From an optimization exercise on the open Yosys and OpenROAD flow, aimed at small area, a short achievable clock period and few clock cycles per item; shortcuts taken in it are not production practice. Where RTL was checked, it was by simulation tests only, not by an equivalence proof against the original. Only the layout flow was run in runs 4, 5 and 7; the RTL was not checked for function there. Power is estimated from default activity; no workload was simulated.

==> flow/design.v <==
`default_nettype none
package conv_pkg;
	typedef logic [31:0] word_t;
	typedef logic [3:0]  kidx_t;
	typedef logic [1:0]  kpos_t;
	typedef logic [5:0]  waddr_t;
	localparam int KERNEL_N = 9;
	localparam int IFMAP_N  = 16;
	localparam int RESULT_N = 4;
	localparam waddr_t KERNEL_BASE = 6'h00;
	localparam waddr_t IFMAP_BASE  = 6'h10;
	localparam waddr_t CTRL_ADDR   = 6'h20;
	localparam waddr_t STATUS_ADDR = 6'h21;
	localparam waddr_t RESULT_BASE = 6'h28;
	typedef enum logic [1:0] {C_IDLE, C_SCAN, C_DONE} comp_state_e;
	typedef enum logic [1:0] {E_IDLE, E_WAIT_LIST, E_RUN, E_DONE} eng_state_e;
endpackage
`default_nettype wire
`default_nettype none
module sparse_conv_top #(
	parameter int MUL_TERMS = 3
) (
	input  logic             clk,
	input  logic             rst_n,
	input  logic             wb_cyc_i,
	input  logic             wb_stb_i,
	input  logic             wb_we_i,
	input  conv_pkg::waddr_t wb_adr_i,
	input  conv_pkg::word_t  wb_dat_i,
	output conv_pkg::word_t  wb_dat_o,
	output logic             wb_ack_o
);
	function automatic logic [4:0] gfac(input logic [31:0] p);
		logic [4:0] lo;
		lo = p[4:0];
		if (|p[31:5] || lo >= 5'd21)
			gfac = 5'd21;
		else if (lo[4] && !lo[0])
			gfac = lo - 5'd1;
		else
			gfac = lo;
	endfunction
	function automatic logic [3:0] popcnt9(input logic [8:0] v);
		popcnt9 = '0;
		for (int i = 0; i < 9; i++) popcnt9 = popcnt9 + {3'd0, v[i]};
	endfunction
	function automatic logic [8:0] booth(input logic [5:0] b);
		logic [6:0] x;
		x = {b, 1'b0};
		for (int j = 0; j < 3; j++) begin
			booth[3*j]   = x[2*j+1] ^ x[2*j];
			booth[3*j+1] = (x[2*j+2] & ~x[2*j+1] & ~x[2*j]) | (~x[2*j+2] & x[2*j+1] & x[2*j]);
			booth[3*j+2] = x[2*j+2] & ~(x[2*j+1] & x[2*j]);
		end
	endfunction
	logic        ack_q;
	logic        wv_q;     
	logic        s2_q;     
	logic [5:0]  adr_q;
	logic [31:0] dat_q;
	logic        access;
	assign access   = wb_cyc_i & wb_stb_i & ~ack_q;
	assign wb_ack_o = ack_q;
	always_ff @(posedge clk or negedge rst_n) begin
		if (!rst_n) begin
			ack_q <= 1'b0;
			wv_q  <= 1'b0;
			s2_q  <= 1'b0;
		end else begin
			ack_q <= access;
			wv_q  <= access & wb_we_i;
			s2_q  <= wv_q;
		end
	end
	always_ff @(posedge clk) begin
		if (access) begin
			adr_q <= wb_adr_i;
			dat_q <= wb_dat_i;
		end
	end
	logic [31:0] kmem [3][3];    
	logic [8:0]  knz;
	logic [4:0]  gmem [4][4];    
	logic ph;       
	logic col;
	assign col = ~ph;
	function automatic logic [3:0] tap_rc(input logic [3:0] t);
		case (t)
			4'd0: tap_rc = {2'd0, 2'd0};
			4'd1: tap_rc = {2'd0, 2'd1};
			4'd2: tap_rc = {2'd0, 2'd2};
			4'd3: tap_rc = {2'd1, 2'd0};
			4'd4: tap_rc = {2'd1, 2'd1};
			4'd5: tap_rc = {2'd1, 2'd2};
			4'd6: tap_rc = {2'd2, 2'd0};
			4'd7: tap_rc = {2'd2, 2'd1};
			default: tap_rc = {2'd2, 2'd2};
		endcase
	endfunction
	function automatic logic is_kern(input logic [5:0] a);
		is_kern = (a[5:4] == 2'b00) && (a[3:0] < 4'd9);
	endfunction
	logic [5:0] adr_n;
	assign adr_n = access ? wb_adr_i : adr_q;
	logic [2:0] csel_q, rsel0_q, rsel1_q;
	always_ff @(posedge clk) begin
		logic [3:0] rc;
		logic [1:0] kc_n, pr_n, pc_n;
		logic [2:0] tc;
		rc   = tap_rc(adr_n[3:0]);
		pr_n = adr_n[3:2];
		pc_n = adr_n[1:0];
		tc   = {1'b0, pc_n} - {2'b00, ph};
		if (is_kern(adr_n)) begin
			csel_q  <= 3'b001 << rc[1:0];
			rsel0_q <= 3'b001 << rc[3:2];
		end else begin
			csel_q  <= tc[2] ? 3'b000 : 3'(3'b001 << tc[1:0]);
			rsel0_q <= 3'(3'b001 << pr_n);
		end
		rsel1_q <= 3'((4'b0001 << pr_n) >> 1);
	end
	logic wr, kern, pix, sw1;
	assign wr   = wv_q | s2_q;
	assign kern = wr && is_kern(adr_q);
	assign pix  = wr && (adr_q[5:4] == 2'b01);
	assign sw1  = wv_q && (adr_q == 6'h20) && dat_q[0];
	logic [3:0] idx;
	logic [1:0] kr, kc, pr, pc;
	assign idx      = adr_q[3:0];
	assign {kr, kc} = tap_rc(idx);
	assign pr       = idx[3:2];
	assign pc       = idx[1:0];
	logic [31:0] kcolv [3];
	logic [31:0] kread0, kread1;
	always_comb begin
		for (int r = 0; r < 3; r++) begin
			kcolv[r] = ({32{csel_q[0]}} & kmem[r][0])
			         | ({32{csel_q[1]}} & kmem[r][1])
			         | ({32{csel_q[2]}} & kmem[r][2]);
		end
		kread0 = ({32{rsel0_q[0]}} & kcolv[0]) | ({32{rsel0_q[1]}} & kcolv[1])
		       | ({32{rsel0_q[2]}} & kcolv[2]);
		kread1 = ({32{rsel1_q[0]}} & kcolv[0]) | ({32{rsel1_q[1]}} & kcolv[1])
		       | ({32{rsel1_q[2]}} & kcolv[2]);
	end
	logic [1:0] gcol, grow0;
	logic [4:0] gcolv [4];
	logic [4:0] g_a, g_b;
	assign gcol  = kern ? kc + 2'(col) : pc;
	assign grow0 = kern ? kr : pr;
	always_comb begin
		for (int r = 0; r < 4; r++) gcolv[r] = gmem[r][gcol];
	end
	assign g_a = gcolv[grow0];
	assign g_b = gcolv[kr + 2'd1];
	logic [2:0] tcol;
	logic       tcol_ok;
	assign tcol    = {1'b0, pc} - {2'b00, col};
	assign tcol_ok = (tcol[2] == 1'b0) && (tcol[1:0] != 2'd3);
	logic [4:0] g_new;
	logic [5:0] g_dlt;
	assign g_new = gfac(dat_q);
	assign g_dlt = {1'b0, g_new} - {1'b0, g_a};
	logic v0, v1;
	assign v0 = pix && pr != 2'd3 && tcol_ok;
	assign v1 = pix && pr != 2'd0 && tcol_ok;
	logic [31:0] a0_q, a1_q;     
	logic [8:0]  b0_q, b1_q;     
	logic [31:0] kdiff;
	assign kdiff = bk_add(dat_q, ~kread0, 1'b1);
	always_ff @(posedge clk) begin
		a0_q <= kern ? kdiff : kread0;
		a1_q <= kern ? kdiff : kread1;
	end
	always_ff @(posedge clk or negedge rst_n) begin
		if (!rst_n) begin
			b0_q <= '0;
			b1_q <= '0;
			ph   <= 1'b0;
			for (int r = 0; r < 4; r++)
				for (int c = 0; c < 4; c++) gmem[r][c] <= '0;
		end else begin
			ph <= ~ph;
			if (kern) begin
				b0_q <= booth({1'b0, g_a});
				b1_q <= booth({1'b0, g_b});
			end else begin
				b0_q <= v0 ? booth(g_dlt) : 9'd0;
				b1_q <= v1 ? booth(g_dlt) : 9'd0;
			end
			if (pix && s2_q) gmem[pr][pc] <= g_new;
		end
	end
	always_ff @(posedge clk) begin
		if (kern && s2_q) begin
			kmem[kr][kc] <= dat_q;
			knz[idx]     <= |dat_q;
		end
	end
	function automatic logic [31:0] bk_add(input logic [31:0] x, input logic [31:0] y,
			input logic ci);
		logic [31:0] p, g, pp, gg;
		p     = x ^ y;
		g     = x & y;
		g[0]  = g[0] | (p[0] & ci);
		pp    = p;
		gg    = g;
		for (int l = 0; l < 5; l++)
			for (int i = 0; i < 32; i++)
				if ((i % (2 << l)) == ((2 << l) - 1)) begin
					gg[i] = gg[i] | (pp[i] & gg[i - (1 << l)]);
					pp[i] = pp[i] & pp[i - (1 << l)];
				end
		for (int l = 3; l >= 0; l--)
			for (int i = 0; i < 32; i++)
				if ((i % (2 << l)) == ((1 << l) - 1) && i >= (2 << l)) begin
					gg[i] = gg[i] | (pp[i] & gg[i - (1 << l)]);
					pp[i] = pp[i] & pp[i - (1 << l)];
				end
		bk_add = p ^ {gg[30:0], ci};
	endfunction
	function automatic logic [31:0] mac(input logic [31:0] acc,
			input logic [31:0] a, input logic [8:0] d);
		logic [31:0] p [3];
		logic [31:0] n;
		for (int j = 0; j < 3; j++) begin
			p[j] = ((a & {32{d[3*j]}}) | ((a << 1) & {32{d[3*j+1]}})) ^ {32{d[3*j+2]}};
		end
		n = {27'd0, d[8], 1'b0, d[5], 1'b0, d[2]};
		mac = acc + p[0] + (p[1] << 2) + (p[2] << 4) + n;
	endfunction
	logic [31:0] r0a, r0b, r1a, r1b;
	always_ff @(posedge clk or negedge rst_n) begin
		if (!rst_n) begin
			r0a <= '0;
			r0b <= '0;
			r1a <= '0;
			r1b <= '0;
		end else begin
			r0a <= r0b;
			r0b <= mac(r0a, a0_q, b0_q);
			r1a <= r1b;
			r1b <= mac(r1a, a1_q, b1_q);
		end
	end
	logic        done_q;
	logic        snap1_q, snap2_q;
	logic [3:0]  cnt_q;
	logic [31:0] h0a, h0b, h1a, h1b;
	logic        snap;
	assign snap = snap1_q | snap2_q;
	always_ff @(posedge clk or negedge rst_n) begin
		if (!rst_n) begin
			done_q  <= 1'b0;
			snap1_q <= 1'b0;
			snap2_q <= 1'b0;
			cnt_q   <= '0;
		end else begin
			snap1_q <= sw1;
			snap2_q <= snap1_q;
			if (sw1) begin
				done_q <= 1'b1;
				cnt_q  <= popcnt9(knz);
			end
		end
	end
	always_ff @(posedge clk) begin
		h0a <= h0b;
		h0b <= snap ? r0a : h0a;
		h1a <= h1b;
		h1b <= snap ? r1a : h1a;
	end
	logic [31:0] rd_q;
	logic [1:0]  rsel;
	assign rsel = {wb_adr_i[1], wb_adr_i[0] ^ ph};
	always_ff @(posedge clk) begin
		rd_q <= '0;
		if (wb_adr_i == 6'h21) begin
			rd_q[1]   <= done_q;
			rd_q[7:4] <= cnt_q;
		end else if (wb_adr_i[5:2] == 4'b1010 && done_q) begin
			case (rsel)
				2'd0: rd_q <= h0a;
				2'd1: rd_q <= h0b;
				2'd2: rd_q <= h1a;
				default: rd_q <= h1b;
			endcase
		end
	end
	assign wb_dat_o = rd_q;
endmodule
`default_nettype wire
==> flow/flow/run.sh <==
#!/bin/bash
# The standard layout (standard.sh: the standard flow's synthesis and ORFS flow), with
# repair_timing aiming for extra setup slack and free to resize cells across
# footprints, so the layout is optimised for a shorter achieved period. The
# clock period and the constraints are the design's.
set -euo pipefail
read -r -a EXTRA < flow/extra.txt
bash standard.sh "${EXTRA[@]}" finish > standard_flow.log 2>&1
==> flow/flow/extra.txt <==
SETUP_SLACK_MARGIN=16.5 MATCH_CELL_FOOTPRINT=0
==> flow/standard.sh <==
#!/bin/bash
# synth_recipe.tcl (not shown) runs the flow's synth.tcl, then flattens the netlist and writes it again
# the make line also repeats each setting of config.mk as NAME=value (left out here)
make -C /OpenROAD-flow-scripts/flow DESIGN_CONFIG=/design/flow/config.mk WORK_HOME=/design/flow/orfs CLKGATE_MAP_FILE= SYNTH_SCRIPT=/design/flow/synth_recipe.tcl "${@:-finish}"
==> flow/config.mk <==
export PLATFORM = sky130hd
export DESIGN_NAME = sparse_conv_top
export DESIGN_NICKNAME = sparse_conv_top
export VERILOG_FILES = /design/flow/design.v
export SDC_FILE = /design/flow/constraint.sdc
export NUM_CORES = 4
export LEC_CHECK = 0
export CAP_MARGIN = 5
export CELL_PAD_IN_SITES_DETAIL_PLACEMENT = 1
export CELL_PAD_IN_SITES_GLOBAL_PLACEMENT = 2
export CORE_MARGIN = 2
export CORE_UTILIZATION = 50
export CTS_CLUSTER_DIAMETER = 80
export CTS_CLUSTER_SIZE = 20
export PLACE_DENSITY = 0.65
export SLEW_MARGIN = 5
==> flow/constraint.sdc <==
create_clock -name core_clock -period 22.0 [get_ports {clk}]
set_input_delay 4.4000 -clock core_clock [delete_from_list [all_inputs] [get_ports {clk}]]
set_output_delay 4.4000 -clock core_clock [all_outputs]
set_load 0.01 [all_outputs]
==> results of run 1 <==
## power by group
part           internal [mW]  switching, mW  leakage (nW)
Combinational          0.536          0.876          9.51
Sequential              1.78          0.263          7.96
Clock                  0.473          0.540         0.796
## metrics by stage
step	power, mW	cells
global placement	3.38	4429
detailed placement	3.44	4429
CTS	4.48	4540
finish	4.46	4557
floorplan	2.89	3419
global route	4.73	4555
## per-layer routing
layer	up-vias	wire (µm)	GRT usage (%)	share of wire, %
met2	707	54800	46.3	47
met5	-	66	0.523	0.057
li1	12182	-	-	-
met1	13889	49200	37.2	43
met3	184	7030	5.23	6.1
met4	4	4570	10.6	4.0
## cell type report
type | instances | area, µm² | area share, %
multi-input cells | 2150 | 18000 | 40.6
clock buffers | 78 | 1450 | 3.28
repair buffers | 148 | 1410 | 3.19
flip-flops and latches | 809 | 20800 | 46.9
well taps | 1050 | 1310 | 2.97
diodes | 3 | 7.51 | 0.0170
repair inverters | 1 | 7.51 | 0.0170
inverters | 301 | 1140 | 2.58
clock inverters | 17 | 193 | 0.435
## what timing repair did
action / 4_1_cts / 5_1_grt
pin swaps: 7 / 9
endpoints found under the setup margin: 137 / 63
gates resized for setup: 203 / 44
gates cloned: 1 / 0
setup buffers: 15 / 14
## cell usage after synthesis, types with 90 or more instances
cell type	instances	share of area (%)
a22oi_1	306	5.7
a21oi_1	177	2.2
ha_1	182	5.7
nand2_1	332	3.1
dfxtp_1	243	12
clkbuf_1	127	1.2
nor2_1	140	1.3
mux2_2	90	2.5
fa_1	142	7.1
xnor2_1	222	4.8
inv_1	297	2.8
edfxtp_1	329	25
dfrtp_1	237	15
## cell families (layout without fill, tap and decap cells)
kind of cell / Yosys count / in the layout / share of synthesized area, %
DFF: 809 / 809 / 51.5
AOI/OAI and AO/OA: 752 / 752 / 13.0
and+or+nand+nor: 633 / 633 / 6.87
buffers and inverters: 460 / 545 / 4.41
adders and majority gates: 324 / 324 / 12.8
xor gates and xnor gates: 263 / 263 / 5.74
muxes: 178 / 178 / 5.74
other: 0 / 3 / 0
## worst max path at each step
stage,startpoint,endpoint,cells after the start
global route,ack_q,wb_ack_o,1
CTS,ack_q,wb_ack_o,1
detailed placement,wb_cyc_i,csel_q[1],9
finish,ack_q,wb_ack_o,1
global placement,wb_stb_i,csel_q[2],9
floorplan,wb_stb_i,csel_q[0],8
## flip-flops by register name, summed over array words and instances (netlist names), 32 cells and up, named ones only
register and flops:
dat_q 32, h1b 32, r0b 32, h0a 32, h0b 32, kmem 288, r0a 32, rd_q 32
a0_q 32, r1b 32, gmem 80, r1a 32, a1_q 32, h1a 32
==> run_results.csv, run 1 <==
group,metric,value,unit
run_status,outcome,"no timing/DRC/antenna violations",
grt,track_usage,28.2,%
floorplanning,num_io_pins,76,
cells_and_area,design_area,44300,µm²
sta,setup_ws,16430,ps
power,irDropWorstVdd,58.9,µV
routing,drc,0,
clock_tree,cts_sinks,809,
worst_hold_path,hold-path-endpoint,"r0a[5]",
sta,fin_skew,31.3,ps
grt,grt_overflow,0,
placed_design,hpwl,79700,µm
cells_and_area,fin_nets,3830,
clock_tree,cts_root_buffer,"clkbuf_16",
setup_path,cp-end-kind,"primary output",
setup_path,ff2ff_setup_slack,16800,ps
routing,vias,26966,
worst_hold_path,min_from,"r0b[5]",
setup_path,slowest_stage,"dfrtp_1",
routing,drtIter0Drc,2027,
setup_path,critPathKind,"reg2out",
setup_path,timing.rr.end,"r0b[31]",
synthesis,ys.flop_type,"edfxtp_1",
floorplanning,num_rows,103,
cells_and_area,layout_common_cells,"nand2_1 (329), edfxtp_1 (329), a22oi_1 (306)",
setup_path,worst-path-buf-inv,1,
setup_path,cp_max_fo,2,
placed_design,numPortBuffers,75,
grt,grt_start_max_net_pins,145,
setup_path,worst-r2r-cell-count,15,
placed_design,placed_area,42100,µm²
sta,tns,0,ps
synthesis,netlist_instances,3419,
synthesis,avgSynthCellArea,11.7,µm²
worst_hold_path,hp-class,"reg2reg",
worst_hold_path,hold_path_depth,0,
clock_tree,clkLatencyLatePin,650,ps
setup_path,cp_data_arrival_time,1170,ps
floorplanning,die_y,287,µm
grt,grt_pass1_wl,176000,µm
sta,slew_headroom,19.3,%
sta,fmax,0.180,GHz
floorplanning,die_area,82500,µm²
clock_tree,cts_buffers,52,
setup_path,cp_cell_sequence,"clkbuf_2",
floorplanning,dieWidth,287,µm
cells_and_area,fill_cells,8186,
sta,rsz0062_at_grt,"true",
grt,antenna_found_initial,9,
setup_path,cpLargestDelayFamily,"flip-flops",
synthesis,netlist_area,40100,µm²
floorplanning,initial_core_util,50.6,%
sta,whs,327,ps
synthesis,yosysSeqAreaShare,51.5,%
synthesis,synth_edf_count,329,
cells_and_area,drive_gt1_share,11.8,%
routing,via_per_inst,5.92,
synthesis,ys_types,79,
placed_design,dp_slack,14400,ps
clock_tree,cts-hold-fix-buffers,0,
setup_path,rr_startpoint,"b0_q[2]",
clock_tree,clk_pin_slew,90,ps
power,p_leak,18.3,nW
routing,dr.pass1.iters,7,
sta,period_needed,5570,ps
sta,drv_slew,0,
placed_design,gp_congestion,0.850,
synthesis,ys_warn_count,6,
job,maxCapViolCount,0,
sta,fin_crit_sh,25.3,%
setup_path,critPathMaxStageDelay,400,ps
grt,grt_pass1_vias,28929,
sta,max_slew.worst_pin.slew,1210,ps
clock_tree,htree_levels,2,
cells_and_area,fin_util,55.9,%
routing,antenna_left,0,
floorplanning,core_area,79300,µm²
cells_and_area,area_growth,10.4,%
routing,postRouteWirelength,116000,µm
clock_tree,cts_tree,"done",
routing,wl_per_cell,25.4,µm
setup_path,cp_data_required_time,17600,ps
sta,hold_viol,0,
synthesis,async_flop_share,29.3,%
power,p_per_area,101,nW/µm²
setup_path,worst_setup_path_start_kind,"register",
sta,setup_viol,0,
clock_tree,clock_path_buffers,3,
synthesis,syn-num-nets,3786,
synthesis,ys_ff_latch,809,
Testbench counts, summed over its fixed seeds: cycles 18,588, items 384.
==> run 2: changes to the inputs <==
--- a/flow/config.mk
+++ b/flow/config.mk
@@ -10,7 +10,7 @@
 export CELL_PAD_IN_SITES_GLOBAL_PLACEMENT = 2
 export CORE_MARGIN = 2
-export CORE_UTILIZATION = 50
+export CORE_UTILIZATION = 30
 export CTS_CLUSTER_DIAMETER = 80
 export CTS_CLUSTER_SIZE = 20
-export PLACE_DENSITY = 0.65
+export PLACE_DENSITY = 0.45
 export SLEW_MARGIN = 5
==> run 2 against run 1 <==
  * Sequential power up 2%
  * Fmax shrank 0.27%
  * First-iteration DRC count down 14%
  * Design area grew 3.4%
  * Worst hold slack gained 8.5 ps
  * Clock power increased by 26%
  * Clock-buffer cell count increased by 3
  * Critical path depth is the same
  * Cell count rose by 16%
  * Clock skew increased by 6.4 ps
  * Die area is 66% higher
  * Global-route usage down 7.8 points
  * Critical endpoint is now wb_dat_o[0]
==> run_results.csv, run 2 <==
group,metric,value,unit
setup_path,worst-r2r-cell-count,20,
cells_and_area,n_antenna_cell,0,
power,p_per_area,104,nW/µm²
floorplanning,die_area,137000,µm²
clock_tree,clkLatencyLatePin,680,ps
synthesis,async_flop_share,29.3,%
synthesis,ys_types,79,
clock_tree,cts_root_buffer,"clkbuf_16",
clock_tree,htree_levels,3,
setup_path,critical_path_depth,1,
synthesis,netlist_area,40100,µm²
routing,antenna_left,0,
routing,drtIter0Drc,1746,
cells_and_area,final_common_cell,"nand2_1",
synthesis,yosysSeqAreaShare,51.5,%
placed_design,numPortBuffers,75,
grt,grt_pass1_vias,29200,
setup_path,worst-path-buf-inv,1,
cells_and_area,drive_gt1_share,12.6,%
setup_path,critPathKind,"reg2out",
routing,vias,26875,
sta,max_slew.worst_pin.slew,1140,ps
synthesis,synth_top_area_share,24.6,%
setup_path,cp-end-kind,"primary output",
placed_design,placed_area,43100,µm²
sta,drv_slew,0,
clock_tree,clk_pin_slew,80,ps
placed_design,hpwl,95700,µm
setup_path,cp_data_arrival_time,1180,ps
routing,via_per_inst,5.07,
cells_and_area,largest_register_ffs,288,
run_status,outcome,"no timing/DRC/antenna violations",
synthesis,yosysTopAreaCell,"edfxtp_1",
sta,period_needed,5580,ps
sta,setup_ws,16420,ps
clock_tree,cts_buffers,67,
floorplanning,core_area,133000,µm²
floorplanning,dieWidth,370,µm
setup_path,worstSetupStartpoint,"rd_q[0]",
floorplanning,die_y,370,µm
routing,drc,0,
clock_tree,cts-hold-fix-buffers,0,
grt,antenna_found_initial,8,
job,maxCapViolCount,0,
placed_design,dp_slack,14350,ps
synthesis,synth_edf_count,329,
clock_tree,clock_path_buffers,3,
synthesis,synthTopCellsByArea,"edfxtp_1 (25%), dfrtp_1 (15%), dfxtp_1 (12%)",
synthesis,yosys.cell_count.top_type,"nand2_1",
setup_path,slowest_stage,"dfxtp_4",
grt,track_usage,20.4,%
sta,slew_headroom,24.0,%
floorplanning,num_rows,134,
cells_and_area,layout_common_cells,"nand2_1 (331), edfxtp_1 (329), a22oi_1 (305)",
cells_and_area,top_regs,"kmem (288), gmem (80)",
clock_tree,cts_tree,"done",
power,irDropWorstVdd,48.6,µV
sta,fin_skew,37.7,ps
synthesis,ys_top_cells_by_count,"nand2_1 (332), edfxtp_1 (329), a22oi_1 (306), inv_1 (297), dfxtp_1 (243)",
sta,fmax,0.179,GHz
synthesis,ys_ff_latch,809,
synthesis,ys.flop_type,"edfxtp_1",
routing,postRouteWirelength,138000,µm
setup_path,crit_end,"wb_dat_o[0]",
sta,tns,0,ps
power,p_leak,18.6,nW
setup_path,ff2ff_setup_slack,16750,ps
grt,grt_pass1_wl,205000,µm
cells_and_area,design_area,45800,µm²
cells_and_area,top_register,"kmem",
setup_path,timing.rr.end,"a1_q[31]",
setup_path,cpLargestDelayFamily,"flip-flops",
clock_tree,cts_sinks,809,
synthesis,netlist_instances,3419,
setup_path,cp_data_required_time,17600,ps
synthesis,avgSynthCellArea,11.7,µm²
setup_path,cp_max_fo,1,
grt,grt_start_max_net_pins,70,
synthesis,syn-num-nets,3786,
grt,grt_overflow,0,
floorplanning,initial_core_util,30.1,%
cells_and_area,area_growth,14.2,%
placed_design,gp_congestion,0.773,
cells_and_area,fill_cells,14299,
routing,dr.pass1.iters,6,
sta,hold_viol,0,
worst_hold_path,hp-class,"reg2reg",
setup_path,worst_setup_path_start_kind,"register",
setup_path,critPathMaxStageDelay,400,ps
setup_path,cp_cell_sequence,"buf_6",
setup_path,rr_startpoint,"csel_q[2]",
sta,rsz0062_at_grt,"true",
routing,wl_per_cell,26.1,µm
sta,setup_viol,0,
sta,whs,336,ps
cells_and_area,fin_nets,3850,
floorplanning,num_io_pins,76,
synthesis,ys_warn_count,6,
sta,fin_crit_sh,25.4,%
run 2: cell counts after synthesis:
No cell type changed its count.
run 2: cell type report:
class	count	area [µm²]	share of cell area (%)
Timing Repair inverter	1	7.51	0.0164
Clock buffer	81	1760	3.84
Timing Repair Buffer	153	1460	3.19
Sequential cell	809	20800	45.3
Clock inverter	39	459	1.00
Multi-Input combinational cell	2150	18000	39.3
Inverter	301	1140	2.49
Tap cell	1768	2210	4.83
run 2: cell families (layout without fill, tap and decap cells):
group                      after synthesis  after routing  synth area share, %
DFF                                    809            809                 51.5
AOI/OAI and AO/OA                      752            752                 13.0
and+or+nand+nor                        633            633                 6.87
buffers and inverters                  460            575                 4.41
adders and majority gates              324            324                 12.8
xor gates and xnor gates               263            263                 5.74
muxes                                  178            178                 5.74
run 2: power by group:
| group | total, mW | switching (mW) | internal [mW] |
|---|---|---|---|
| Sequential | 2.09 | 0.314 | 1.78 |
| Combinational | 1.42 | 0.885 | 0.535 |
| Clock | 1.27 | 0.638 | 0.635 |
| Total | 4.78 | 1.84 | 2.95 |
run 2: worst min path at each step:
stage	start	endpoint	slack (ps)	cells after the start
2_1_floorplan	h0b[0]	h0a[0]	330	0
3_3_place_gp	h1b[2]	h1a[2]	330	0
3_5_place_dp	h0b[22]	h0a[22]	330	0
4_1_cts	h1b[21]	h1a[21]	340	0
5_1_grt	r0b[23]	r0a[23]	350	0
6_report	r0b[23]	r0a[23]	340	0
run 2: through the flow:
stage	std cells	utilization (%)	power, mW
CTS	5299	34.3	4.88
global placement	5167	32.4	3.54
global route	5302	34.4	5.12
finish	5302	34.4	4.78
floorplan	3419	-	2.89
detailed placement	5167	32.4	3.56
run 2: layer usage:
metal | share of wire (%) | global-route usage, % | vias to the layer above
li1 | - | - | 12248
met1 | 47 | 28.5 | 14021
met2 | 48 | 33.8 | 483
met3 | 3.5 | 2.35 | 123
met4 | 1.7 | 4.35 | 0
met5 | 0 | 0 | -
run 2: what timing repair did:
action	CTS	global route
cloned	1	0
buffers inserted	11	3
hold endpoints to repair	0	0
setup endpoints to repair	210	122
gates resized for setup	210	40
pin swaps	5	5
==> run 3: changes to the inputs <==
==> flow/config.mk (replaced) <==
export PLATFORM = sky130hd
export DESIGN_NAME = sparse_conv_top
export DESIGN_NICKNAME = sparse_conv_top
export VERILOG_FILES = /design/flow/design.v
export SDC_FILE = /design/flow/constraint.sdc
export NUM_CORES = 4
export LEC_CHECK = 0
export CAP_MARGIN = 5
export CELL_PAD_IN_SITES_DETAIL_PLACEMENT = 0
export CELL_PAD_IN_SITES_GLOBAL_PLACEMENT = 0
export CORE_MARGIN = 2
export CORE_UTILIZATION = 40
export CTS_CLUSTER_DIAMETER = 80
export CTS_CLUSTER_SIZE = 20
export PLACE_DENSITY = 0.55
export SLEW_MARGIN = 5
==> run 3 against run 2 <==
  * Fmax up 0.24%
  * Sequential power is 2% lower
  * Still clean on timing, DRC and antenna
  * Critical path type unchanged
  * Largest cell class unchanged
  * Cell count down 9.5%
  * Register-to-register slack better by 30 ps
  * Highest routed layer is now met5
==> run_results.csv, run 3 <==
group,metric,value,unit
routing,antenna_left,0,
setup_path,critical_path_depth,1,
routing,dr.pass1.iters,6,
clock_tree,cts_tree,"done",
synthesis,ys_types,79,
clock_tree,htree_levels,2,
synthesis,async_flop_share,29.3,%
cells_and_area,top_register,"kmem",
power,p_per_area,98.2,nW/µm²
setup_path,cp-end-kind,"primary output",
worst_hold_path,hp-class,"reg2reg",
synthesis,netlist_area,40100,µm²
sta,fin_skew,28.5,ps
cells_and_area,layout_common_cells,"nand2_1 (331), edfxtp_1 (329), a22oi_1 (306)",
power,irDropWorstVdd,67.0,µV
grt,antenna_found_initial,4,
synthesis,ys_warn_count,6,
cells_and_area,top_regs,"kmem (288), gmem (80)",
clock_tree,clkLatencyLatePin,650,ps
placed_design,hpwl,71600,µm
synthesis,synth_edf_count,329,
synthesis,ys_top_cells_by_count,"nand2_1 (332), edfxtp_1 (329), a22oi_1 (306), inv_1 (297), dfxtp_1 (243)",
setup_path,worstSetupStartpoint,"ack_q",
routing,m1WireLength,47500,µm
clock_tree,clk_pin_slew,80,ps
grt,grt_overflow,0,
setup_path,worst-path-buf-inv,1,
floorplanning,die_area,103000,µm²
synthesis,netlist_instances,3419,
sta,drv_slew,0,
synthesis,ys_ff_latch,809,
setup_path,critPathMaxStageDelay,390,ps
run_status,outcome,"no timing/DRC/antenna violations",
cells_and_area,multiInputGateArea,17900,µm²
routing,drc,0,
synthesis,syn-num-nets,3786,
sta,tns,0,ps
synthesis,yosysTopAreaCell,"edfxtp_1",
setup_path,cp_data_required_time,17600,ps
sta,max_slew.worst_pin.slew,1270,ps
job,maxCapViolCount,0,
cells_and_area,drive_gt1_share,11.0,%
setup_path,critPathKind,"reg2out",
setup_path,cp_data_arrival_time,1170,ps
routing,wl_per_cell,21.7,µm
power,p_leak,18.3,nW
setup_path,worst_setup_path_start_kind,"register",
sta,fin_crit_sh,25.3,%
cells_and_area,largest_register_ffs,288,
routing,routed-wl-met2,48000,µm
setup_path,cpLargestDelayFamily,"flip-flops",
cells_and_area,area_growth,10.9,%
sta,hold_viol,0,
setup_path,slowest_stage,"dfrtp_1",
cells_and_area,design_area,44500,µm²
synthesis,synth_top_area_share,24.6,%
routing,vias,25802,
synthesis,yosysSeqAreaShare,51.5,%
grt,track_usage,20.3,%
setup_path,cp_max_fo,2,
floorplanning,num_io_pins,76,
floorplanning,num_rows,116,
clock_tree,cts-hold-fix-buffers,0,
clock_tree,cts_buffers,51,
placed_design,placed_area,42400,µm²
routing,postRouteWirelength,104000,µm
grt,grt_pass1_vias,25786,
clock_tree,cts_root_buffer,"clkbuf_16",
sta,period_needed,5570,ps
sta,setup_viol,0,
grt,grt_start_max_net_pins,76,
setup_path,rr_startpoint,"adr_q[1]",
cells_and_area,final_common_cell,"nand2_1",
floorplanning,initial_core_util,40.2,%
synthesis,synthTopCellsByArea,"edfxtp_1 (25%), dfrtp_1 (15%), dfxtp_1 (12%)",
placed_design,numPortBuffers,75,
clock_tree,cts_sinks,809,
cells_and_area,fin_nets,3824,
floorplanning,dieWidth,321,µm
setup_path,worst-r2r-cell-count,19,
floorplanning,die_y,321,µm
sta,slew_headroom,15.0,%
sta,rsz0062_at_grt,"true",
sta,fmax,0.180,GHz
routing,top_layer_used,"met5",
grt,grt_pass1_wl,160000,µm
floorplanning,core_area,99700,µm²
routing,via_per_inst,5.38,
synthesis,yosys.cell_count.top_type,"nand2_1",
routing,route.met3.wl,5760,µm
cells_and_area,regArea,20800,µm²
placed_design,gp_congestion,0.848,
routing,drtIter0Drc,2238,
setup_path,ff2ff_setup_slack,16780,ps
clock_tree,clock_path_buffers,3,
setup_path,cp_cell_sequence,"clkbuf_2",
cells_and_area,fill_cells,9144,
setup_path,timing.rr.end,"b0_q[8]",
setup_path,crit_end,"wb_ack_o",
synthesis,ys.flop_type,"edfxtp_1",
synthesis,avgSynthCellArea,11.7,µm²
==> run 3: cell types whose count changed in the layout (fill, tap and decap cells not counted), sizes merged <==
cell / change
clkbuf: -2
diode: +1
buf: -10
bufinv: -1
clkinv: -9
inv: -13
clkinvlp: -1
==> run 3: through the flow <==
step,power [mW],setup WS (ps),hold WS [ps],util (%),cells
after global routing,4.66,16390,347,44.6,4796
after floorplan,2.89,15530,326,-,3419
after detailed placement,3.37,14550,332,42.5,4682
final,4.37,16430,342,44.6,4797
after global placement,3.36,14590,328,42.5,4682
after CTS,4.39,16400,343,44.4,4784
==> run 3: repair_timing <==
item | CTS | global route
hold endpoints to repair | 0 | 0
buffers inserted | 7 | 12
gates resized for setup | 198 | 33
endpoints found under the setup margin | 253 | 145
pin swaps | 5 | 5
gates cloned | 1 | 0
==> run 3: worst min-delay path by stage <==
stage	startpoint	end	slack, ps	depth (start not counted)
after global routing	h1b[18]	h1a[18]	350	0
after CTS	h1b[1]	h1a[1]	340	0
after global placement	h0b[24]	h0a[24]	330	0
after floorplan	h0b[0]	h0a[0]	330	0
after detailed placement	h0b[0]	h0a[0]	330	0
final	h1b[8]	h1a[8]	340	0
==> run 3: layout make-up <==
type	count	share of cell area [%]
well taps	1298	3.65
flip-flops and latches	809	46.7
multi-input cells	2150	40.2
clock inverters	15	0.467
repair buffers	143	3.19
repair inverters	1	0.0112
clock buffers	79	3.22
inverters	301	2.57
diodes	1	0.00562
==> run 3: cells by family (layout without fill, tap and decap cells) <==
kind of cell / count (synthesis) / count (layout) / synth area share, %
other: 0 / 1 / 0
AND/OR/NAND/NOR: 633 / 633 / 6.87
adder cells (fa/ha/maj): 324 / 324 / 12.8
flip-flops: 809 / 809 / 51.5
XOR/XNOR: 263 / 263 / 5.74
AO/OA/AOI/OAI: 752 / 752 / 13.0
multiplexers: 178 / 178 / 5.74
buffers and inverters: 460 / 539 / 4.41
==> run 3: power by group <==
part	total, mW	internal [mW]	switching, mW	leakage [nW]
combinational	1.32	0.525	0.793	9.52
clock	1.01	0.485	0.527	0.789
sequential	2.04	1.77	0.264	7.97
==> run 3: routing by layer <==
metal  track usage (%)  up-vias
li1                  -    12198
met3              3.02      120
met2              32.7      682
met4              5.72        2
met5                 0        -
met1              28.7    12800
==> run 4: changes to the inputs <==
--- a/flow/design.v
+++ b/flow/design.v
@@ -55,4 +55,5 @@
 	endfunction
 	logic        ack_q;
+	logic        rv_q;     
 	logic        wv_q;     
 	logic        s2_q;     
@@ -60,13 +61,15 @@
 	logic [31:0] dat_q;
 	logic        access;
-	assign access   = wb_cyc_i & wb_stb_i & ~ack_q;
+	assign access   = wb_cyc_i & wb_stb_i & ~(rv_q | wv_q);
 	assign wb_ack_o = ack_q;
 	always_ff @(posedge clk or negedge rst_n) begin
 		if (!rst_n) begin
 			ack_q <= 1'b0;
+			rv_q  <= 1'b0;
 			wv_q  <= 1'b0;
 			s2_q  <= 1'b0;
 		end else begin
 			ack_q <= access;
+			rv_q  <= access & ~wb_we_i;
 			wv_q  <= access & wb_we_i;
 			s2_q  <= wv_q;
@@ -231,17 +234,20 @@
 		mac = acc + p[0] + (p[1] << 2) + (p[2] << 4) + n;
 	endfunction
+	logic        clr1_q, clr2_q;
 	logic [31:0] r0a, r0b, r1a, r1b;
 	always_ff @(posedge clk or negedge rst_n) begin
 		if (!rst_n) begin
-			r0a <= '0;
-			r0b <= '0;
-			r1a <= '0;
-			r1b <= '0;
-		end else begin
-			r0a <= r0b;
-			r0b <= mac(r0a, a0_q, b0_q);
-			r1a <= r1b;
-			r1b <= mac(r1a, a1_q, b1_q);
-		end
+			clr1_q <= 1'b0;
+			clr2_q <= 1'b0;
+		end else begin
+			clr1_q <= 1'b1;
+			clr2_q <= clr1_q;
+		end
+	end
+	always_ff @(posedge clk) begin
+		r0a <= clr2_q ? r0b : '0;
+		r0b <= mac(r0a, a0_q, b0_q);
+		r1a <= clr2_q ? r1b : '0;
+		r1b <= mac(r1a, a1_q, b1_q);
 	end
 	logic        done_q;
--- a/flow/config.mk
+++ b/flow/config.mk
@@ -7,6 +7,6 @@
 export LEC_CHECK = 0
 export CAP_MARGIN = 5
-export CELL_PAD_IN_SITES_DETAIL_PLACEMENT = 0
-export CELL_PAD_IN_SITES_GLOBAL_PLACEMENT = 0
+export CELL_PAD_IN_SITES_DETAIL_PLACEMENT = 1
+export CELL_PAD_IN_SITES_GLOBAL_PLACEMENT = 2
 export CORE_MARGIN = 2
 export CORE_UTILIZATION = 40
==> run 4 against run 3 <==
  * Still clean on timing, DRC and antenna
  * Design area increased by 0.30%
  * Utilization increased by 0.66 points
  * Sequential cell count increased by 3
  * Synthesized cell count increased by 0.82%
  * Sequential share of layout area decreased by 1.4 points
  * Critical path type unchanged
  * Highest routed layer unchanged
==> run_results.csv, run 4 <==
group,metric,value,unit
run_status,outcome,"no timing/DRC/antenna violations",
setup_path,critPathMaxStageDelay,390,ps
sta,hold_viol,0,
synthesis,yosysTopAreaCell,"edfxtp_1",
worst_hold_path,hold_path_depth,0,
sta,slew_headroom,19.6,%
setup_path,critPathKind,"reg2out",
sta,fmax,0.179,GHz
cells_and_area,final_common_cell,"dfxtp_1",
floorplanning,core_area,98600,µm²
placed_design,gp_congestion,0.827,
sta,max_slew.worst_pin.slew,1210,ps
routing,via_per_inst,5.58,
setup_path,cp_data_required_time,17600,ps
synthesis,yosysSeqAreaShare,50.5,%
setup_path,worst_setup_path_start_kind,"register",
routing,postRouteWirelength,121000,µm
synthesis,ys.flop_type,"dfxtp_1",
floorplanning,die_y,320,µm
cells_and_area,top_register,"kmem",
synthesis,avgSynthCellArea,11.6,µm²
synthesis,ys_types,76,
synthesis,ys_ff_latch,812,
sta,fin_crit_sh,25.3,%
routing,drc,0,
cells_and_area,multiInputGateArea,18500,µm²
placed_design,hpwl,82900,µm
clock_tree,cts_sinks,812,
synthesis,yosys.cell_count.top_type,"dfxtp_1",
floorplanning,num_io_pins,76,
worst_hold_path,hp-class,"reg2reg",
cells_and_area,stdcell_count,4820,
clock_tree,cts_tree,"done",
floorplanning,num_rows,115,
job,maxCapViolCount,0,
cells_and_area,fill_cells,10330,
clock_tree,cts_root_buffer,"clkbuf_16",
synthesis,ys_top_cells_by_count,"dfxtp_1 (371), edfxtp_1 (329), nand2_1 (317), a22oi_1 (309), inv_1 (280)",
grt,track_usage,23.9,%
synthesis,syn-num-nets,3814,
power,p_per_area,92.7,nW/µm²
setup_path,worstSetupStartpoint,"rd_q[4]",
synthesis,netlist_area,39800,µm²
setup_path,critical_path_depth,1,
synthesis,netlist_instances,3447,
placed_design,numPortBuffers,75,
power,irDropWorstVdd,62.8,µV
power,p_leak,18.3,nW
sta,rsz0062_at_grt,"true",
setup_path,cp_cell_sequence,"buf_6",
sta,period_needed,5570,ps
cells_and_area,fin_util,45.3,%
grt,grt_pass1_wl,183000,µm
clock_tree,clk_pin_slew,80,ps
setup_path,worst-path-buf-inv,1,
sta,drv_slew,0,
placed_design,placed_cells,4688,
routing,drtIter0Drc,2117,
grt,grt_pass1_vias,28268,
synthesis,synth_edf_count,329,
cells_and_area,fin_nets,3857,
synthesis,synth_top_area_share,24.8,%
cells_and_area,largest_register_ffs,288,
setup_path,slowest_stage,"dfxtp_4",
setup_path,worst-r2r-cell-count,17,
floorplanning,initial_core_util,40.4,%
setup_path,cpLargestDelayFamily,"flip-flops",
clock_tree,cts_buffers,54,
synthesis,async_flop_share,13.8,%
sta,fin_skew,21.7,ps
cells_and_area,drive_gt1_share,12.7,%
sta,setup_viol,0,
setup_path,cp-end-kind,"primary output",
sta,whs,348,ps
routing,dr.pass1.iters,8,
clock_tree,clock_path_buffers,3,
sta,tns,0,ps
clock_tree,htree_levels,2,
synthesis,synthTopCellsByArea,"edfxtp_1 (25%), dfxtp_1 (19%), fa_1 (7.1%)",
worst_hold_path,min_from,"h0b[24]",
cells_and_area,regArea,20200,µm²
clock_tree,clkLatencyLatePin,680,ps
cells_and_area,top_regs,"kmem (288), gmem (80)",
clock_tree,cts-hold-fix-buffers,0,
grt,grt_overflow,0,
cells_and_area,layout_common_cells,"dfxtp_1 (338), edfxtp_1 (329), nand2_1 (314)",
floorplanning,die_area,102000,µm²
cells_and_area,area_growth,12.1,%
setup_path,rr_startpoint,"b0_q[0]",
synthesis,ys_warn_count,6,
routing,vias,26897,
floorplanning,dieWidth,320,µm
grt,grt_start_max_net_pins,76,
routing,wl_per_cell,25.1,µm
setup_path,cp_max_fo,1,
grt,antenna_found_initial,4,
setup_path,cp_data_arrival_time,1170,ps
routing,antenna_left,0,
run 4: changes by cell type after synthesis, moves of 11 or more:
| cell | delta |
|---|---|
| nor2_1 | -11 |
| buf_1 | +11 |
| and2_1 | +63 |
| inv_1 | -17 |
| dfxtp_1 | +128 |
| nand2_1 | -15 |
| dfrtp_1 | -125 |
| o211ai_1 | -11 |
run 4: worst paths after layout:
kind / end / slack (ps)
worst max-delay path: wb_dat_o[4] / 16430
worst min-delay path: h0a[24] / 350
worst max register to register: r0b[31] / 16800
worst min register to register: h0a[24] / 350
max in group asynchronous: gmem[2][1] / 16910
min in group asynchronous: gmem[12][3] / 3700
run 4: area by class of cell:
type | instances | area share [%]
antenna | 3 | 0.0168
clock buffer | 77 | 3.55
clock inverter | 19 | 0.434
inverter | 282 | 2.39
multi-input combinational | 2186 | 41.4
sequential | 812 | 45.2
tap | 1287 | 3.61
timing repair buffer | 154 | 3.42
run 4: per-stage QoR:
stage | cell area (µm²) | setup slack [ps] | total power, mW
after floorplan | 40000 | 15130 | 2.58
after global placement | 42100 | 14410 | 3.02
after detailed placement | 42100 | 14270 | 3.05
after CTS | 44300 | 16350 | 4.16
after global routing | 44600 | 16390 | 4.38
final | 44600 | 16430 | 4.14
run 4: cells by family after synthesis:
group / Yosys count / synth area share [%]
fa+ha+maj: 324 / 12.9
simple gates: 663 / 7.58
flops: 812 / 50.5
xor+xnor: 267 / 5.87
mux: 181 / 5.87
other cells: 1 / 0.00942
buf+inv: 449 / 4.29
compound gates: 750 / 13.0
run 4: where the power goes:
part | leakage [nW] | internal [mW] | switching [mW]
combinational | 9.93 | 0.418 | 0.710
clock | 0.872 | 0.516 | 0.565
sequential | 7.53 | 1.72 | 0.209
run 4: timing repair:
item,CTS,global route
buffers inserted,16,15
pin swaps,6,13
gates resized for setup,222,59
endpoints found under the setup margin,126,66
cloned,2,0
run 4: metal layers:
layer	global-route usage (%)	up-vias	wire (µm)
met3	3.18	144	5650
met5	0	-	13
li1	-	12231	-
met4	8.92	2	4190
met1	33.3	13881	55400
met2	37.9	639	55900
==> run 5: changes to the inputs <==
==> flow/flow/extra.txt (replaced) <==
SETUP_SLACK_MARGIN=16.7 MATCH_CELL_FOOTPRINT=0
==> run 5 against run 4 <==
  * Wire length is 1.3% higher
  * Worst hold slack worse by 4.5 ps
  * First-iteration DRC count is 3.8% lower
  * Critical path depth stayed put
  * Largest power group unchanged
  * Setup slack worse by 19 ps
  * Critical path type unchanged
  * Die area stayed put
  * Still clean on timing, DRC and antenna
  * Sequential cell count stayed put
==> run_results.csv, run 5 <==
group,metric,value,unit
synthesis,syn-num-nets,3814,
placed_design,gp_congestion,0.817,
clock_tree,htree_levels,2,
routing,antenna_left,0,
setup_path,worst_setup_path_start_kind,"register",
grt,grt_overflow,0,
clock_tree,clkLatencyLatePin,710,ps
grt,track_usage,23.9,%
floorplanning,initial_core_util,40.4,%
cells_and_area,final_common_cell,"dfxtp_1",
synthesis,async_flop_share,13.8,%
sta,fmax,0.179,GHz
setup_path,cpLargestDelayFamily,"flip-flops",
sta,hold_viol,0,
sta,drv_slew,0,
cells_and_area,multiInputGateArea,18500,µm²
placed_design,hpwl,82600,µm
sta,whs,344,ps
synthesis,synthTopCellsByArea,"edfxtp_1 (25%), dfxtp_1 (19%), fa_1 (7.1%)",
routing,via_per_inst,5.55,
clock_tree,cts_buffers,54,
grt,grt_start_max_net_pins,73,
sta,fin_crit_sh,25.4,%
setup_path,cp_cell_sequence,"buf_6",
synthesis,netlist_instances,3447,
floorplanning,dieWidth,320,µm
floorplanning,num_io_pins,76,
grt,grt_pass1_wl,184000,µm
setup_path,slowest_stage,"dfxtp_4",
floorplanning,core_area,98600,µm²
synthesis,synth_top_area_share,24.8,%
routing,drc,0,
setup_path,timing.rr.end,"a1_q[29]",
cells_and_area,area_growth,12.7,%
routing,wl_per_cell,25.4,µm
sta,setup_viol,0,
setup_path,cp_max_fo,1,
synthesis,ys_warn_count,6,
floorplanning,die_area,102000,µm²
synthesis,yosysTopAreaCell,"edfxtp_1",
sta,slew_headroom,19.4,%
routing,drtIter0Drc,2036,
power,p_comb_share,27.7,%
routing,vias,26840,
synthesis,ys_top_cells_by_count,"dfxtp_1 (371), edfxtp_1 (329), nand2_1 (317), a22oi_1 (309), inv_1 (280)",
job,maxCapViolCount,0,
synthesis,ys_types,76,
sta,period_needed,5590,ps
setup_path,rr_startpoint,"csel_q[0]",
synthesis,ys_ff_latch,812,
clock_tree,cts_root_buffer,"clkbuf_16",
synthesis,netlist_area,39800,µm²
clock_tree,cts_tree,"done",
setup_path,cp_data_required_time,17600,ps
cells_and_area,top_register,"kmem",
floorplanning,die_y,320,µm
power,power.share.clock,25.5,%
cells_and_area,fin_nets,3876,
routing,postRouteWirelength,123000,µm
cells_and_area,largest_register_ffs,288,
cells_and_area,regArea,20200,µm²
cells_and_area,top_regs,"kmem (288), gmem (80)",
cells_and_area,layout_common_cells,"dfxtp_1 (341), edfxtp_1 (329), nand2_1 (314)",
setup_path,critPathKind,"reg2out",
power,p_per_area,92.2,nW/µm²
sta,fin_skew,38.4,ps
floorplanning,num_rows,115,
synthesis,yosysSeqAreaShare,50.5,%
sta,max_slew.worst_pin.slew,1210,ps
clock_tree,clock_path_buffers,3,
clock_tree,cts_sinks,812,
grt,antenna_found_initial,5,
worst_hold_path,hold-path-endpoint,"h0a[13]",
setup_path,worst-r2r-cell-count,18,
synthesis,ys.flop_type,"dfxtp_1",
power,p_leak,18.4,nW
run_status,outcome,"no timing/DRC/antenna violations",
cells_and_area,drive_gt1_share,13.3,%
power,switching_share,36.4,%
sta,tns,0,ps
setup_path,critPathMaxStageDelay,400,ps
power,p_seq_share,46.8,%
sta,rsz0062_at_grt,"true",
grt,grt_pass1_vias,28428,
worst_hold_path,hold_path_depth,0,
synthesis,yosys.cell_count.top_type,"dfxtp_1",
routing,dr.pass1.iters,6,
setup_path,ff2ff_setup_slack,16870,ps
power,p_sw,1.50,mW
setup_path,worst-path-buf-inv,1,
synthesis,avgSynthCellArea,11.6,µm²
synthesis,synth_edf_count,329,
cells_and_area,fill_cells,10273,
worst_hold_path,min_from,"h0b[13]",
setup_path,cp_data_arrival_time,1190,ps
power,irDropWorstVdd,49.8,µV
clock_tree,clk_pin_slew,80,ps
setup_path,cp-end-kind,"primary output",
placed_design,numPortBuffers,75,
worst_hold_path,hp-class,"reg2reg",
power,internal-power,2.63,mW
## run 5: how the worst max path moves through the flow
stage               startpoint     endpoint  slack, ps  depth (start not counted)
floorplan             wb_cyc_i   rsel0_q[1]      15130                          8
CTS                      ack_q     wb_ack_o      16360                          1
global route          wb_cyc_i    csel_q[0]      16340                         12
global placement      wb_cyc_i   rsel0_q[1]      14370                          9
finish                 rd_q[6]  wb_dat_o[6]      16410                          1
detailed placement    wb_stb_i   rsel0_q[1]      14290                          9
## run 5: power by group through the flow
| stage | registers, mW | logic [mW] | clock network [mW] |
|---|---|---|---|
| after floorplan | 1.85 | 0.736 | 0 |
| after global placement | 1.98 | 1.04 | 0 |
| after detailed placement | 1.98 | 1.07 | 0 |
| after CTS | 1.95 | 1.11 | 1.09 |
| after global routing | 1.96 | 1.26 | 1.14 |
| final | 1.94 | 1.14 | 1.05 |
## run 5: stage by stage
stage	power (mW)	worst slack (ps)	cells	utilization (%)	instance area, µm²
2_1_floorplan	2.58	15130	3447	-	40000
3_3_place_gp	3.02	14370	4691	42.7	42100
3_5_place_dp	3.05	14290	4691	42.7	42100
4_1_cts	4.15	16360	4814	45.0	44400
5_1_grt	4.36	16340	4836	45.5	44900
6_report	4.14	16410	4838	45.5	44900
## run 5: kinds of logic (layout without fill, tap and decap cells)
logic type | after synthesis | count (layout) | synth area share, %
DFF | 812 | 812 | 50.5
AOI/OAI and AO/OA | 750 | 750 | 13.0
and+or+nand+nor | 663 | 663 | 7.58
buffers and inverters | 449 | 551 | 4.29
adders and majority gates | 324 | 324 | 12.9
xor gates and xnor gates | 267 | 267 | 5.87
muxes | 181 | 181 | 5.87
other | 1 | 3 | 0.00942
## run 5: layer usage
metal | up-vias | share of wire, % | global-route usage (%)
met5 | - | 0.011 | 0
met4 | 2 | 2.3 | 5.39
met3 | 133 | 4.2 | 3.13
met2 | 579 | 47 | 39.8
met1 | 13843 | 46 | 33.3
li1 | 12283 | - | -
## run 5: repair_timing
action	in CTS	in global routing
resized for setup	242	59
cloned	2	0
endpoints found under the setup margin	173	105
setup buffers	25	22
hold endpoints to repair	0	0
hold buffers	0	0
pin swaps	9	16
## run 5: worst register-to-register path, cell delays in order (launching register included)
cell and delay (ps):
dfxtp_4 470, buf_6 260, a22oi_1 220, nand2_1 100, a222oi_1 340, buf_4 180
ha_1 220, a21o_1 150, a21o_1 220, a21o_1 230, a31o_2 290, a211o_1 390
a211oi_4 320, o211a_1 260, nor2_1 90, fa_1 430, xor2_1 170, nor2_1 70
a21oi_1 560
## run 5: area by class of cell
class	count	share of cell area [%]
clock buffer	72	3.21
clock inverter	24	0.533
timing repair buffer	173	3.98
tap	1287	3.59
antenna	2	0.0112
inverter	282	2.36
multi-input combinational	2186	41.3
sequential	812	45.0
==> run 6: changes to the inputs <==
--- a/flow/design.v
+++ b/flow/design.v
@@ -105,5 +105,5 @@
 	endfunction
 	logic [5:0] adr_n;
-	assign adr_n = access ? wb_adr_i : adr_q;
+	assign adr_n = wv_q ? adr_q : wb_adr_i;
 	logic [2:0] csel_q, rsel0_q, rsel1_q;
 	always_ff @(posedge clk) begin
==> flow/flow/extra.txt (replaced) <==
SETUP_SLACK_MARGIN=16.5 MATCH_CELL_FOOTPRINT=0
==> run 6 against run 5 <==
  * Sequential share of layout area rose by 0.48 points
  * Sequential cell count did not move
  * Clock skew fell by 0.65 ps
  * Design area fell by 0.91%
  * Cell count fell by 0.68%
  * Critical endpoint is now wb_dat_o[5]
  * Largest power group unchanged
==> run_results.csv, run 6 <==
group,metric,value,unit
run_status,outcome,"no timing/DRC/antenna violations",
synthesis,syn-num-nets,3798,
routing,drc,0,
synthesis,async_flop_share,13.8,%
cells_and_area,area_growth,10.9,%
placed_design,numPortBuffers,75,
sta,drv_slew,0,
placed_design,gp_congestion,0.826,
power,irDropWorstVdd,49.9,µV
sta,max_slew.worst_pin.slew,1170,ps
placed_design,placed_cells,4695,
clock_tree,cts_sinks,812,
sta,rsz0062_at_grt,"true",
cells_and_area,layout_common_cells,"dfxtp_1 (335), edfxtp_1 (335), a22oi_1 (305)",
power,totalPowerFinal,3.12,mW
sta,fin_crit_sh,25.5,%
clock_tree,cts_buffers,54,
setup_path,cpLargestDelayFamily,"flip-flops",
routing,dr.pass1.iters,6,
floorplanning,die_area,103000,µm²
routing,wl_per_cell,25.1,µm
sta,slew_headroom,21.4,%
grt,track_usage,23.6,%
grt,grt_start_max_net_pins,68,
grt,grt_pass1_wl,183000,µm
sta,period_needed,5620,ps
synthesis,yosysSeqAreaShare,50.3,%
grt,antenna_found_initial,6,
setup_path,cp-end-kind,"primary output",
sta,fmax,0.178,GHz
setup_path,worst-path-buf-inv,1,
clock_tree,cts-hold-fix-buffers,0,
sta,setup_viol,0,
cells_and_area,top_regs,"kmem (288), gmem (80)",
floorplanning,initial_core_util,40.2,%
cells_and_area,top_register,"kmem",
power,power.share.clock,34.9,%
floorplanning,dieWidth,321,µm
cells_and_area,largest_register_ffs,288,
routing,antenna_left,0,
power,p_comb_share,11.1,%
cells_and_area,design_area,44500,µm²
setup_path,cp_cell_sequence,"buf_6",
sta,tns,0,ps
placed_design,placed_area,42400,µm²
setup_path,critPathMaxStageDelay,420,ps
cells_and_area,drive_gt1_share,11.9,%
power,p_seq_share,54.0,%
synthesis,avgSynthCellArea,11.7,µm²
synthesis,ys_types,79,
synthesis,ys_top_cells_by_count,"dfxtp_1 (365), edfxtp_1 (335), a22oi_1 (306), nand2_1 (298), inv_1 (289)",
clock_tree,clkLatencyLatePin,690,ps
floorplanning,num_io_pins,76,
synthesis,netlist_instances,3428,
setup_path,cp_data_arrival_time,1220,ps
worst_hold_path,hp-class,"reg2reg",
synthesis,ys.flop_type,"dfxtp_1",
power,p_leak,18.2,nW
clock_tree,cts_root_buffer,"clkbuf_16",
setup_path,slowest_stage,"dfxtp_4",
routing,drtIter0Drc,1896,
placed_design,hpwl,84500,µm
clock_tree,cts_tree,"done",
synthesis,ys_ff_latch,812,
floorplanning,num_rows,116,
cells_and_area,stdcell_count,4805,
job,maxCapViolCount,0,
power,p_per_area,70.2,nW/µm²
synthesis,ys_warn_count,6,
sta,hold_viol,0,
synthesis,synth_top_area_share,25.1,%
cells_and_area,fin_nets,3833,
setup_path,cp_data_required_time,17600,ps
power,switching_share,27.7,%
routing,vias,26522,
synthesis,netlist_area,40100,µm²
power,internal-power,2.26,mW
power,p_sw,0.866,mW
clock_tree,clk_pin_slew,90,ps
synthesis,synthTopCellsByArea,"edfxtp_1 (25%), dfxtp_1 (18%), fa_1 (7.1%)",
sta,fin_skew,37.8,ps
synthesis,yosys.cell_count.top_type,"dfxtp_1",
floorplanning,core_area,99700,µm²
clock_tree,clock_path_buffers,3,
clock_tree,htree_levels,2,
setup_path,critPathKind,"reg2out",
routing,postRouteWirelength,121000,µm
setup_path,worst_setup_path_start_kind,"register",
synthesis,yosysTopAreaCell,"edfxtp_1",
setup_path,cp_max_fo,1,
grt,grt_overflow,0,
routing,via_per_inst,5.52,
floorplanning,die_y,321,µm
synthesis,synth_edf_count,335,
grt,grt_pass1_vias,28437,
## run 6: cell types whose count changed after synthesis, sizes merged, moves of 6 or more
| cell | change |
|---|---|
| nor2 | +7 |
| nand2 | -19 |
| dfxtp | -6 |
| inv | +9 |
| edfxtp | +6 |
| buf | -8 |
| a21o | -9 |
| a21oi | -8 |
| a211oi | -10 |
| mux4 | +14 |
## run 6: path summary, 6_finish.rpt
check | start | endpoint | slack (ps) | cells after the start
worst max-delay path | rd_q[5] | wb_dat_o[5] | 16380 | 1
worst min-delay path | h1b[11] | h1a[11] | 350 | 0
worst max register to register | b1_q[0] | r1b[24] | 16750 | 16
worst min register to register | h1b[11] | h1a[11] | 350 | 0
max in group asynchronous | rst_n | wv_q | 17000 | 2
min in group asynchronous | rst_n | gmem[0][1] | 3740 | 1
## run 6: what timing repair did
item | in CTS | in global routing
endpoints found under the hold margin | 0 | 0
setup buffers | 9 | 1
gates resized for setup | 168 | 44
endpoints found under the setup margin | 118 | 88
pin swaps | 1 | 4
## run 6: area by class of cell
class | instances | area (µm²)
diodes | 4 | 10.0
clock buffers | 76 | 1520
clock inverters | 20 | 262
fillers | 10461 | 55300
inverters | 291 | 1090
multi-input cells | 2165 | 18400
flip-flops and latches | 812 | 20200
well taps | 1298 | 1620
repair buffers | 139 | 1270
## run 6: kinds of logic (layout without fill, tap and decap cells)
kind of cell | Yosys count | after routing | share of synthesized area, %
flip-flops | 812 | 812 | 50.3
AO/OA/AOI/OAI | 728 | 728 | 12.6
AND/OR/NAND/NOR | 645 | 645 | 7.32
buffers and inverters | 451 | 526 | 4.34
adder cells (fa/ha/maj) | 327 | 327 | 12.9
XOR/XNOR | 268 | 268 | 5.86
multiplexers | 196 | 196 | 6.71
other | 1 | 5 | 0.00936
## run 6: through the flow
stage                     setup WS, ps  util, %  hold WS, ps
after floorplan                  16090        -          326
after global placement           15340     42.5          329
after detailed placement         15250     42.5          334
after CTS                        16240     44.4          338
after global routing             16340     44.6          342
final                            16380     44.6          348
## run 6: power by group through the flow
stage	combinational (mW)	sequential [mW]	clock, mW
after floorplan	0.222	1.68	0
after global placement	0.334	1.72	0
after detailed placement	0.340	1.72	0
after CTS	0.345	1.69	1.13
after global routing	0.384	1.69	1.18
final	0.347	1.69	1.09
## run 6: layer usage
metal / GRT usage (%) / vias to the layer above / routed length [µm]
met5: 0 / - / 0
met4: 5.50 / 0 / 2540
met3: 2.56 / 113 / 4940
met2: 39.3 / 555 / 57100
met1: 33.0 / 13669 / 56100
li1: - / 12185 / -
Testbench counts of run 6, summed over its fixed seeds: cycles 18,588, items 384.
==> run 7: changes to the inputs <==
--- a/flow/design.v
+++ b/flow/design.v
@@ -53,4 +53,5 @@
 			booth[3*j+2] = x[2*j+2] & ~(x[2*j+1] & x[2*j]);
 		end
+		booth[7] = 1'b0;
 	endfunction
 	logic        ack_q;
==> run 7 against run 6 <==
  * Still clean
  * Total power rose by 1.2%
  * Synthesized area rose by 0.60%
  * Sequential cell count fell by 2
  * Clock-buffer cell count fell by 1
  * Clock skew fell by 14 ps
  * Cell count rose by 2.0%
  * Die area rose by 0.60%
  * Utilization rose by 0.24 points
  * Sequential power barely moved
  * Critical endpoint is now wb_dat_o[2]
==> run_results.csv, run 7 <==
group,metric,value,unit
synthesis,yosys.cell_count.top_type,"dfxtp_1",
routing,dr.pass1.iters,6,
sta,tns,0,ps
floorplanning,num_rows,116,
synthesis,avgSynthCellArea,11.5,µm²
routing,antenna_left,0,
floorplanning,initial_core_util,40.3,%
clock_tree,cts_tree,"done",
power,irDropWorstVdd,51.2,µV
clock_tree,htree_levels,2,
setup_path,critPathKind,"reg2out",
sta,rsz0062_at_grt,"true",
cells_and_area,layout_common_cells,"nand2_1 (357), edfxtp_1 (335), dfxtp_1 (333)",
setup_path,slowest_stage,"dfxtp_4",
routing,postRouteWirelength,124000,µm
setup_path,rr_startpoint,"b1_q[0]",
floorplanning,dieWidth,322,µm
floorplanning,die_y,322,µm
cells_and_area,design_area,44800,µm²
routing,route.met3.wl,4870,µm
sta,max_slew.worst_pin.slew,1130,ps
floorplanning,die_area,103000,µm²
setup_path,cpLargestDelayFamily,"flip-flops",
setup_path,cp_max_fo,1,
synthesis,synthTopCellsByArea,"edfxtp_1 (25%), dfxtp_1 (18%), fa_1 (7.0%)",
power,p_leak,18.4,nW
grt,grt_start_max_net_pins,70,
clock_tree,clock_path_buffers,3,
placed_design,placed_area,42500,µm²
clock_tree,cts_sinks,810,
synthesis,syn-num-nets,3887,
sta,fmax,0.178,GHz
synthesis,ys_warn_count,6,
setup_path,cp_data_required_time,17600,ps
routing,drtIter0Drc,1664,
cells_and_area,final_common_cell,"nand2_1",
job,maxCapViolCount,0,
setup_path,worstSetupStartpoint,"rd_q[2]",
synthesis,async_flop_share,13.6,%
routing,routed-wl-met2,59100,µm
grt,track_usage,24.1,%
setup_path,critPathMaxStageDelay,410,ps
sta,fin_crit_sh,25.5,%
sta,drv_slew,0,
grt,grt_overflow,0,
cells_and_area,drive_gt1_share,11.8,%
cells_and_area,largest_register_ffs,288,
synthesis,yosysTopAreaCell,"edfxtp_1",
routing,wl_per_cell,25.2,µm
synthesis,ys_ff_latch,810,
sta,period_needed,5610,ps
routing,drc,0,
grt,grt_pass1_wl,186000,µm
sta,fin_skew,23.9,ps
synthesis,ys_types,85,
placed_design,gp_congestion,0.807,
floorplanning,core_area,100000,µm²
setup_path,worst_setup_path_start_kind,"register",
routing,vias,26976,
setup_path,cp_cell_sequence,"buf_6",
cells_and_area,fin_nets,3923,
placed_design,hpwl,85900,µm
routing,m1WireLength,55400,µm
power,p_per_area,70.4,nW/µm²
cells_and_area,top_regs,"kmem (288), gmem (80)",
setup_path,cp-end-kind,"primary output",
routing,via_per_inst,5.51,
routing,top_layer_used,"met5",
synthesis,ys_top_cells_by_count,"dfxtp_1 (365), nand2_1 (357), edfxtp_1 (335), inv_1 (277), a22oi_1 (255)",
run_status,outcome,"no timing/DRC/antenna violations",
setup_path,cp_data_arrival_time,1210,ps
synthesis,netlist_area,40300,µm²
cells_and_area,area_growth,11.2,%
synthesis,netlist_instances,3521,
floorplanning,num_io_pins,76,
sta,hold_viol,0,
worst_hold_path,hp-class,"reg2reg",
grt,grt_pass1_vias,28972,
grt,antenna_found_initial,5,
clock_tree,cts_buffers,56,
setup_path,worst-path-buf-inv,1,
clock_tree,clkLatencyLatePin,680,ps
sta,setup_viol,0,
sta,slew_headroom,22.2,%
synthesis,yosysSeqAreaShare,49.9,%
cells_and_area,top_register,"kmem",
clock_tree,clk_pin_slew,90,ps
clock_tree,cts_root_buffer,"clkbuf_16",
synthesis,synth_top_area_share,24.9,%
placed_design,numPortBuffers,75,
worst_hold_path,min_from,"h0b[8]",
synthesis,synth_edf_count,335,
synthesis,ys.flop_type,"dfxtp_1",
[run 7: where the power goes]
group | switching, mW | leakage (nW) | internal, mW
sequential | 0.0803 | 7.51 | 1.61
clock | 0.586 | 0.888 | 0.514
combinational | 0.226 | 9.98 | 0.138
total | 0.892 | 18.4 | 2.27
[run 7: path summary, 6_finish.rpt]
check	slack [ps]	endpoint	cells after the start
max	16390	wb_dat_o[2]	1
min	350	h0a[8]	0
max reg2reg	16740	r1b[31]	17
min reg2reg	350	h0a[8]	0
max in group asynchronous	16960	gmem[1][3]	2
min in group asynchronous	3720	clr2_q	1
[run 7: layout make-up]
cell class | instances | area (µm²)
fill | 10543 | 55200
sequential | 810 | 20200
multi-input combinational | 2260 | 18700
tap | 1298 | 1620
clock buffer | 75 | 1530
timing repair buffer | 149 | 1410
inverter | 280 | 1050
clock inverter | 25 | 292
antenna | 3 | 7.51
[run 7: routing by layer]
| metal | vias to the layer above | track usage [%] |
|---|---|---|
| met5 | - | 0 |
| met4 | 2 | 8.44 |
| met3 | 150 | 3.04 |
| met2 | 526 | 40.3 |
| met1 | 13891 | 32.3 |
| li1 | 12407 | - |
[run 7: timing repair]
| action | in CTS | in global routing |
|---|---|---|
| hold buffers | 0 | 0 |
| cloned | 0 | 0 |
| setup endpoints to repair | 139 | 92 |
| pin swaps | 3 | 8 |
| resized for setup | 189 | 39 |
| buffers inserted | 6 | 18 |
[run 7: cells by family after synthesis]
logic type                 after synthesis  synth area share, %
AOI/OAI and AO/OA                      700                 12.0
xor gates and xnor gates               273                 5.93
adders and majority gates              323                 12.7
buffers and inverters                  451                 4.28
DFF                                    810                 49.9
muxes                                  226                 6.99
other                                    1              0.00930
and+or+nand+nor                        737                 8.25
[run 7: through the flow]
stage / hold WS [ps] / power (mW) / std cells / setup WS (ps) / utilization, %
global placement: 329 / 2.08 / 4773 / 15370 / 42.5
floorplan: 326 / 1.92 / 3521 / 16030 / -
CTS: 349 / 3.19 / 4879 / 16340 / 44.5
global route: 351 / 3.30 / 4897 / 16340 / 44.8
detailed placement: 332 / 2.09 / 4773 / 15260 / 42.5
finish: 350 / 3.16 / 4900 / 16390 / 44.8

[what the ideal ports hide]
Ports are ideal in the flow. The routed layouts listed here were re-timed in OpenROAD.
Step 1 assumes that a clkbuf_16 drives the clock port and a buf_2 every other input.
Step 2 moves the port delays by t, midway between the first and last clock arrival at a register: inputs arrive t later, outputs are due t later. That takes back most of the time a late clock gives input paths.
a / b / c = no drivers / after step 1 / after step 2; a / b = the first two.
run | shift t [ns] | slack for setup (ns) | hold WS [ns] | latest minus earliest clock arrival (ns)
run 1 | 0.710 | 16.435 / 16.362 / 15.847 | 0.327 / 0.327 / 0.327 | 0.034 / 0.034
run 2 | 0.731 | 16.420 / 16.344 / 15.882 | 0.336 / 0.336 / 0.336 | 0.042 / 0.042
run 3 | 0.699 | 16.434 / 16.368 / 15.909 | 0.342 / 0.342 / 0.342 | 0.030 / 0.030
run 4 | 0.731 | 16.426 / 16.360 / 15.709 | 0.348 / 0.348 / 0.348 | 0.022 / 0.022
run 5 | 0.756 | 16.406 / 16.336 / 15.675 | 0.344 / 0.344 / 0.344 | 0.042 / 0.041
run 6 | 0.738 | 16.379 / 16.314 / 15.797 | 0.348 / 0.348 / 0.348 | 0.040 / 0.040
run 7 | 0.741 | 16.391 / 16.322 / 15.886 | 0.350 / 0.350 / 0.350 | 0.028 / 0.028
After both steps every run listed still meets setup and hold. The setup slack of run 5, which loses most, moves by -0.070 ns with the drivers and by -0.731 ns with both steps.
